What follows belongs to an exercise in optimizing a design on an open flow for small area and few clock cycles per item; a production flow would make more cautious choices. The RTL was checked by simulation tests, not by an equivalence proof against the original design.

Setup of run C:
## rgb_to_hsi_convert
module rgb_to_hsi_convert #(
  parameter int unsigned HUE_FRAC_BITS = rhc_pkg::HUE_FRAC_DEF
) (
  input  logic        clk,
  input  logic        rst_n,
  input  logic        in_tvalid,
  output logic        in_tready,
  input  logic [23:0] in_tdata,    
  output logic        out_tvalid,
  input  logic        out_tready,
  output logic [47:0] out_tdata    
);
  logic [3:0] vld_r;
  logic adv;
  assign adv        = !vld_r[3] || out_tready;
  assign in_tready  = adv;
  assign out_tvalid = vld_r[3];
  always_ff @(posedge clk) begin
    if (!rst_n) vld_r <= '0;
    else if (adv) vld_r <= {vld_r[2:0], in_tvalid};
  end
  logic n_1;
  assign n_1 = ~in_tdata[16];
  logic n_2;
  assign n_2 = ~in_tdata[17];
  logic n_3;
  assign n_3 = ~in_tdata[18];
  logic n_4;
  assign n_4 = ~in_tdata[19];
  logic n_5;
  assign n_5 = ~in_tdata[20];
  logic n_6;
  assign n_6 = ~in_tdata[21];
  logic n_7;
  assign n_7 = ~in_tdata[22];
  logic n_8;
  assign n_8 = ~in_tdata[23];
  logic a_9;
  assign a_9 = in_tdata[8] & n_1;
  logic a_10;
  assign a_10 = in_tdata[9] & n_2;
  logic a_11;
  assign a_11 = in_tdata[10] & n_3;
  logic a_12;
  assign a_12 = in_tdata[11] & n_4;
  logic a_13;
  assign a_13 = in_tdata[12] & n_5;
  logic a_14;
  assign a_14 = in_tdata[13] & n_6;
  logic a_15;
  assign a_15 = in_tdata[14] & n_7;
  logic a_16;
  assign a_16 = in_tdata[15] & n_8;
  logic x_17;
  assign x_17 = in_tdata[8] ^ n_1;
  logic x_18;
  assign x_18 = in_tdata[9] ^ n_2;
  logic x_19;
  assign x_19 = in_tdata[10] ^ n_3;
  logic x_20;
  assign x_20 = in_tdata[11] ^ n_4;
  logic x_21;
  assign x_21 = in_tdata[12] ^ n_5;
  logic x_22;
  assign x_22 = in_tdata[13] ^ n_6;
  logic x_23;
  assign x_23 = in_tdata[14] ^ n_7;
  logic x_24;
  assign x_24 = in_tdata[15] ^ n_8;
  logic o_25;
  assign o_25 = a_9 | x_17;
  logic a_26;
  assign a_26 = x_19 & a_10;
  logic o_27;
  assign o_27 = a_11 | a_26;
  logic a_28;
  assign a_28 = x_19 & x_18;
  logic a_29;
  assign a_29 = x_21 & a_12;
  logic o_30;
  assign o_30 = a_13 | a_29;
  logic a_31;
  assign a_31 = x_21 & x_20;
  logic a_32;
  assign a_32 = x_23 & a_14;
  logic o_33;
  ...
Size: roughly 6100 cells after synthesis, ~50000 sq um of cells after synthesis.
export LEC_CHECK = 0
export ABC_AREA = 1
export CAP_MARGIN = 20
export CORE_MARGIN = 2
export CORE_UTILIZATION = 40
export CTS_CLUSTER_DIAMETER = 60
export CTS_CLUSTER_SIZE = 30
export SLEW_MARGIN = 20
create_clock -name core_clock -period 12.5 [get_ports {clk}]
run.sh (not shown) runs the stock make flow with config.mk's settings and CLKGATE_MAP_FILE= SYNTH_SCRIPT=/design/flow/synth_recipe.tcl, a recipe that flattens the netlist after the stock synthesis.
Testbench counts of run C, summed over its fixed seeds: cycles 16,032, items 16,000.
For run E, these inputs were changed with respect to run C:
Settings: CTS_CLUSTER_SIZE: 30 -> unset; CTS_CLUSTER_DIAMETER: 60 -> unset.
Findings:
- Against run C, run E comes in 0.0033 ns higher on hold slack.
- Final cell count: run C vs run E, no meaningful difference
- Comparing run E against run C, there is no change at all in H-tree depth.
- Run E vs. run C: layout-stage area growth over the synthesis result went up by 0.23 points.
- Run E -> run C: share of final-layout standard cells stronger than drive strength 1 flat
- There was hardly any difference in met2 demand-to-capacity share in global routing between run C and run E.
- Final area: run E vs run C, no meaningful difference

========
old:
Another version of the RTL of rgb_to_hsi_convert (not shown whole).
Size: roughly 330 flip-flops, roughly 78 I/O pins.
Settings: LEC_CHECK=0, ABC_AREA=1, CAP_MARGIN=20, CORE_MARGIN=2, CORE_UTILIZATION=70, CTS_BUF_LIST=sky130_fd_sc_hd__clkbuf_8, GPL_TIMING_DRIVEN=0, SLEW_MARGIN=20; clock period 12.5 ns.
Layout checks on old: not met. Flow itself completed; violations: setup timing.
Testbench counts of old, summed over its fixed seeds: cycles 16,032, items 16,000.
--- input diff old..new ---
- changing CORE_UTILIZATION from 70 to 55
- removing GPL_TIMING_DRIVEN (formerly 0)
==> comparison <==
new closes out successfully: all stages finished, all timing, DRC and antenna checks passed. Summary — standard-cell row count, new relative to old: higher, by about 12%. Re die area: new is 27% up on old. On setup slack: between old and new, it ends up higher for new. [new vs old] well tap count: higher in new. Number of distinct library cells after synthesis: old vs new identical. For HPWL reported at the end of detailed placement, dividing the value from old by the value from new gives 0.945. The non-clock buffer count in old is 1.4 times that in new.

-- re-timing with driven ports --
No port has a modelled driver above. Below, the same layouts with a new extraction and two added sets of constraints.
Step 1, drivers: a clkbuf_16 drives clk and a buf_2 each remaining input, both assumed.
Step 2 moves the port delays by t, midway between the first and last clock arrival at a register: inputs arrive t later, outputs are due t later. That takes back most of the time a late clock gives input paths.
Three values: no drivers, after step 1, after step 2; two values: the first two.
| run | shift t [ns] | setup slack, ns | worst setup path at the end | slew at the worst register clock pin (ns) |
|---|---|---|---|---|
| run C | 0.698 | 0.519 / 0.519 / 0.192 | input to register | 0.10 / 0.10 |
| run E | 0.686 | 0.491 / 0.491 / 0.194 | input to register | 0.08 / 0.08 |
| old | 0.716 | -0.009 / -0.009 / -0.162 | input to register | 0.08 / 0.08 |
| new | 0.744 | 0.587 / 0.587 / 0.002 | input to register | 0.07 / 0.07 |
For new, which loses most, drivers alone change the setup slack by 0.000 ns; drivers and shift together by -0.585 ns.
